Source: an optimization exercise on an open RTL-to-GDS flow (aim: small area, a short achievable clock period and few clock cycles per item). Production flows keep margins and buffers that such runs may drop.
RTL that was checked went through simulation tests only; none was proved equivalent to the original.
Power is estimated from default activity; no workload was simulated.

==> module unsorted_set_table, before the edit <==
module unsorted_set_table (
	input  logic                          clk,
	input  logic                          arst_n,
	input  logic                          req_valid,
	output logic                          req_ready,
	input  logic [1:0]                    req_action,
	input  logic [ust_pkg::VAL_W-1:0]     req_value,
	output logic                          rsp_valid,
	input  logic                          rsp_ready,
	output logic                          rsp_hit,
	output logic                          rsp_full_res,
	output logic [ust_pkg::OUT_CNT_W-1:0] rsp_entry_count
);
	localparam int DEPTH = ust_pkg::DEPTH;
	localparam int SLOTS = DEPTH + 1;
	localparam int RES_W = ust_pkg::RES_W;
	function automatic logic [SLOTS-1:0] lowest(input logic [SLOTS-1:0] v);
		logic [SLOTS-1:0] below;
		below[0] = 1'b0;
		for (int i = 1; i < SLOTS; i++) begin
			below[i] = below[i-1] | v[i-1];
		end
		lowest = v & ~below;
	endfunction
	logic                      accept;
	logic                      take_add;
	logic [SLOTS-1:0]          valid_q;
	logic [SLOTS-1:0]          valid_d;
	logic [ust_pkg::CNT_W-1:0] count_q;
	logic [ust_pkg::CNT_W-1:0] count_d;
	logic                      full_q;
	logic                      full_d;
	logic                      last_q;
	logic                      last_d;
	logic                      b_add_q;
	logic                      b_con_q;
	logic                      b_rem_q;
	logic                      b_clr_q;
	logic [SLOTS-1:0]          b_eq_q;
	logic [SLOTS-1:0]          b_slot_q;
	logic [SLOTS-1:0]          slot_q;
	logic [SLOTS-1:0]          slot_d;
	logic                      add_ok;
	assign accept   = req_valid && req_ready;
	assign take_add = accept && (req_action == ust_pkg::ACT_ADD);
	logic [SLOTS-1:0]          eq;
	logic [SLOTS-1:0]          held;
	logic                      same_q;
	logic                      none_2;
	logic [SLOTS-1:0]          free_1;
	logic [SLOTS-1:0]          free_2;
	logic [SLOTS-1:0]          we;
	for (genvar i = 0; i < SLOTS; i++) begin : g_cell
		ust_cell u_cell (
			.clk   (clk),
			.we    (we[i]),
			.wdata (req_value),
			.key   (req_value),
			.eq    (eq[i])
		);
	end
	assign held   = valid_q | (add_ok ? b_slot_q : '0);
	assign free_1 = lowest(~held);
	assign free_2 = lowest(~held & ~slot_q);
	assign none_2 = full_q || (last_q && add_ok && !same_q);
	assign we     = (add_ok && same_q) ? '0 : slot_q;
	always_comb begin
		if (b_clr_q) begin
			slot_d = slot_q[0] ? SLOTS'(2) : SLOTS'(1);
		end else begin
			slot_d = none_2 ? free_1 : free_2;
		end
	end
	always_ff @(posedge clk or negedge arst_n) begin
		if (!arst_n) begin
			slot_q <= SLOTS'(1);
			same_q <= 1'b0;
		end else begin
			slot_q <= slot_d;
			same_q <= none_2 && !b_clr_q;
		end
	end
	always_ff @(posedge clk or negedge arst_n) begin
		if (!arst_n) begin
			b_add_q   <= 1'b0;
			b_con_q   <= 1'b0;
			b_rem_q   <= 1'b0;
			b_clr_q   <= 1'b0;
		end else begin
			b_add_q   <= take_add;
			b_con_q   <= accept && (req_action == ust_pkg::ACT_CONTAINS);
			b_rem_q   <= accept && (req_action == ust_pkg::ACT_REMOVE);
			b_clr_q   <= accept && (req_action == ust_pkg::ACT_CLEAR);
		end
	end
	always_ff @(posedge clk) begin
		b_eq_q   <= eq;
		b_slot_q <= slot_q;
	end
	logic [SLOTS-1:0]          match;
	logic [SLOTS-1:0]          match_first;
	logic                      any;
	logic                      rem_ok;
	logic [ust_pkg::CNT_W-1:0] count_inc;
	logic [ust_pkg::CNT_W-1:0] count_dec;
	logic                      hit_d;
	logic                      res_full_d;
	assign match       = b_eq_q & valid_q;
	assign any         = |match;
	assign match_first = lowest(match);
	assign add_ok      = b_add_q && !full_q;
	assign rem_ok      = b_rem_q && any;
	assign count_inc   = count_q + ust_pkg::CNT_W'(1);
	assign count_dec   = count_q - ust_pkg::CNT_W'(1);
	assign valid_d = b_clr_q ? '0
	               : ((valid_q & ~(b_rem_q ? match_first : '0)) | (add_ok ? b_slot_q : '0));
	assign count_d = b_clr_q ? '0 : (add_ok ? count_inc : (rem_ok ? count_dec : count_q));
	assign hit_d   = add_ok || ((b_con_q || b_rem_q) && any);
	assign res_full_d = b_add_q && full_q;
	assign full_d  = !b_clr_q && (add_ok ? last_q : (rem_ok ? 1'b0 : full_q));
	assign last_d  = !b_clr_q && (add_ok ? (count_q == ust_pkg::CNT_W'(DEPTH - 2))
	                          : (rem_ok ? full_q : last_q));
	always_ff @(posedge clk or negedge arst_n) begin
		if (!arst_n) begin
			valid_q <= '0;
			count_q <= '0;
			full_q  <= 1'b0;
			last_q  <= 1'b0;
		end else begin
			valid_q <= valid_d;
			count_q <= count_d;
			full_q  <= full_d;
			last_q  <= last_d;
		end
	end
	localparam int QN = 4;
	logic [RES_W-1:0] res_q;
	logic             res_v_q;
	logic [RES_W-1:0] q_q [QN];
	logic [QN-1:0]    v_q;
	logic [QN-1:0]    v_d;
	logic             take;
	logic [2:0]       pend_q;
	logic [2:0]       pend_d;
	logic             block_q;
	logic             head_q;
	logic [QN-1:0]    vh;
	always_ff @(posedge clk or negedge arst_n) begin
		if (!arst_n) begin
			res_v_q <= 1'b0;
		end else begin
			res_v_q <= b_add_q || b_con_q || b_rem_q || b_clr_q;
		end
	end
	always_ff @(posedge clk) begin
		res_q <= {hit_d, res_full_d, ust_pkg::OUT_CNT_W'(count_d)};
	end
	assign vh   = {v_q[QN-1:1], head_q};
	assign take = head_q && rsp_ready;
	always_comb begin
		for (int k = 0; k < QN; k++) begin
			if (take) begin
				v_d[k] = ((k + 1 < QN) ? vh[(k + 1) % QN] : 1'b0)
				      || (res_v_q && ((k == 0) || vh[k]));
			end else begin
				v_d[k] = vh[k] || (res_v_q && ((k == 0) || vh[(k + QN - 1) % QN]));
			end
		end
	end
	always_ff @(posedge clk or negedge arst_n) begin
		if (!arst_n) begin
			v_q    <= '0;
			head_q <= 1'b0;
		end else begin
			v_q    <= v_d;
			head_q <= |v_d;
		end
	end
	always_ff @(posedge clk) begin
		for (int k = 0; k < QN; k++) begin
			if (take) begin
				if ((k + 1 < QN) && vh[(k + 1) % QN]) q_q[k] <= q_q[(k + 1) % QN];
				else q_q[k] <= res_q;
			end else begin
				if (!vh[k]) q_q[k] <= res_q;
			end
		end
	end
	always_comb begin
		pend_d = pend_q;
		if (accept && !take) pend_d = pend_q + 3'd1;
		if (!accept && take) pend_d = pend_q - 3'd1;
	end
	always_ff @(posedge clk or negedge arst_n) begin
		if (!arst_n) begin
			pend_q  <= '0;
			block_q <= 1'b0;
		end else begin
			pend_q  <= pend_d;
			block_q <= (pend_d == 3'(QN));
		end
	end
	assign req_ready       = !block_q;
	assign rsp_valid       = v_q[0];
	assign rsp_hit         = q_q[0][RES_W-1];
	assign rsp_full_res    = q_q[0][RES_W-2];
	assign rsp_entry_count = q_q[0][ust_pkg::OUT_CNT_W-1:0];
endmodule
make LEC_CHECK=0 CAP_MARGIN=20 CORE_MARGIN=2 CORE_UTILIZATION=65 CTS_BUF_LIST='sky130_fd_sc_hd__clkbuf_8 sky130_fd_sc_hd__clkbuf_16' CTS_CLUSTER_DIAMETER=70 CTS_CLUSTER_SIZE=25 PLACE_DENSITY=0.75 SETUP_SLACK_MARGIN=2.88 SLEW_MARGIN=20 finish   # period 5.0 ns
run.sh (not shown) runs the stock make flow with config.mk's settings and CLKGATE_MAP_FILE= SYNTH_SCRIPT=/design/flow/synth_recipe.tcl, a recipe that flattens the netlist after the stock synthesis.
Change:
--- a/flow/design.v
+++ b/flow/design.v
@@ -58,6 +58,7 @@
 	logic                      full_d;
 	logic                      last_q;
 	logic                      last_d;
+	logic                      b_valid_q;
 	logic                      b_add_q;
 	logic                      b_con_q;
 	logic                      b_rem_q;
@@ -71,15 +72,12 @@
 	assign take_add = accept && (req_action == ust_pkg::ACT_ADD);
 	logic [SLOTS-1:0]          eq;
 	logic [SLOTS-1:0]          held;
-	logic                      same_q;
-	logic                      none_2;
 	logic [SLOTS-1:0]          free_1;
 	logic [SLOTS-1:0]          free_2;
-	logic [SLOTS-1:0]          we;
 	for (genvar i = 0; i < SLOTS; i++) begin : g_cell
 		ust_cell u_cell (
 			.clk   (clk),
-			.we    (we[i]),
+			.we    (slot_q[i]),
 			.wdata (req_value),
 			.key   (req_value),
 			.eq    (eq[i])
@@ -88,31 +86,29 @@
 	assign held   = valid_q | (add_ok ? b_slot_q : '0);
 	assign free_1 = lowest(~held);
 	assign free_2 = lowest(~held & ~slot_q);
-	assign none_2 = full_q || (last_q && add_ok && !same_q);
-	assign we     = (add_ok && same_q) ? '0 : slot_q;
 	always_comb begin
 		if (b_clr_q) begin
-			slot_d = slot_q[0] ? SLOTS'(2) : SLOTS'(1);
-		end else begin
-			slot_d = none_2 ? free_1 : free_2;
+			slot_d = (take_add && slot_q[0]) ? SLOTS'(2) : SLOTS'(1);
+		end else begin
+			slot_d = take_add ? free_2 : free_1;
 		end
 	end
 	always_ff @(posedge clk or negedge arst_n) begin
 		if (!arst_n) begin
 			slot_q <= SLOTS'(1);
-			same_q <= 1'b0;
 		end else begin
 			slot_q <= slot_d;
-			same_q <= none_2 && !b_clr_q;
-		end
-	end
-	always_ff @(posedge clk or negedge arst_n) begin
-		if (!arst_n) begin
+		end
+	end
+	always_ff @(posedge clk or negedge arst_n) begin
+		if (!arst_n) begin
+			b_valid_q <= 1'b0;
 			b_add_q   <= 1'b0;
 			b_con_q   <= 1'b0;
 			b_rem_q   <= 1'b0;
 			b_clr_q   <= 1'b0;
 		end else begin
+			b_valid_q <= accept;
 			b_add_q   <= take_add;
 			b_con_q   <= accept && (req_action == ust_pkg::ACT_CONTAINS);
 			b_rem_q   <= accept && (req_action == ust_pkg::ACT_REMOVE);
@@ -169,46 +165,41 @@
 	logic [2:0]       pend_q;
 	logic [2:0]       pend_d;
 	logic             block_q;
-	logic             head_q;
-	logic [QN-1:0]    vh;
 	always_ff @(posedge clk or negedge arst_n) begin
 		if (!arst_n) begin
 			res_v_q <= 1'b0;
 		end else begin
-			res_v_q <= b_add_q || b_con_q || b_rem_q || b_clr_q;
+			res_v_q <= b_valid_q;
 		end
 	end
 	always_ff @(posedge clk) begin
 		res_q <= {hit_d, res_full_d, ust_pkg::OUT_CNT_W'(count_d)};
 	end
-	assign vh   = {v_q[QN-1:1], head_q};
-	assign take = head_q && rsp_ready;
+	assign take = v_q[0] && rsp_ready;
 	always_comb begin
 		for (int k = 0; k < QN; k++) begin
 			if (take) begin
-				v_d[k] = ((k + 1 < QN) ? vh[(k + 1) % QN] : 1'b0)
-				      || (res_v_q && ((k == 0) || vh[k]));
+				v_d[k] = ((k + 1 < QN) ? v_q[(k + 1) % QN] : 1'b0)
+				      || (res_v_q && ((k == 0) || v_q[k]));
 			end else begin
-				v_d[k] = vh[k] || (res_v_q && ((k == 0) || vh[(k + QN - 1) % QN]));
+				v_d[k] = v_q[k] || (res_v_q && ((k == 0) || v_q[(k + QN - 1) % QN]));
 			end
 		end
 	end
 	always_ff @(posedge clk or negedge arst_n) begin
 		if (!arst_n) begin
-			v_q    <= '0;
-			head_q <= 1'b0;
-		end else begin
-			v_q    <= v_d;
-			head_q <= |v_d;
+			v_q <= '0;
+		end else begin
+			v_q <= v_d;
 		end
 	end
 	always_ff @(posedge clk) begin
 		for (int k = 0; k < QN; k++) begin
 			if (take) begin
-				if ((k + 1 < QN) && vh[(k + 1) % QN]) q_q[k] <= q_q[(k + 1) % QN];
+				if ((k + 1 < QN) && v_q[(k + 1) % QN]) q_q[k] <= q_q[(k + 1) % QN];
 				else q_q[k] <= res_q;
 			end else begin
-				if (!vh[k]) q_q[k] <= res_q;
+				if (!v_q[k]) q_q[k] <= res_q;
 			end
 		end
 	end
What happened:
- critical path depth falls by 1
- final area falls by 2.6%
- core utilization falls by 1.6 points
- synthesized cell count falls by 2.4%
- worst setup slack is about the same
- hold slack improved by 0.043 ns
- count of clock-buffer cells in the layout rises by 1
- combinational power falls by 56%
- maximum frequency stays flat
- routed wire length falls by 14%
- clock skew stays flat
- global-route usage falls by 3.5 points
- sequential power falls by 17%
Testbench counts after the change, summed over its fixed seeds: cycles 9,624, ops 9,600.
The RTL of the first run of this note was laid out without a check of its function.

[port drivers added, routing unchanged]
The flow's constraints put no driver on any port. The routed layouts listed below were extracted and timed again, unchanged, in two steps.
Step 1, drivers: a clkbuf_16 drives clk and a buf_2 each remaining input, both assumed.
Step 2 times the ports against the registers' clock, not the clock port: input delays grow and output delays shrink by t, the midpoint of the rising clock arrivals with the driver on.
a / b / c = no drivers / after step 1 / after step 2; a / b = the first two.
run	t (ns)	setup WS [ns]	worst hold slack (ns)
the first run	0.628	2.792 / 2.792 / 2.362	0.315 / 0.284 / 0.363
the second run	0.623	2.795 / 2.795 / 2.210	0.358 / 0.358 / 0.358
After both steps every run listed still meets setup and hold. The setup slack of the second run, which loses most, moves by 0.000 ns with the drivers and by -0.585 ns with both steps.
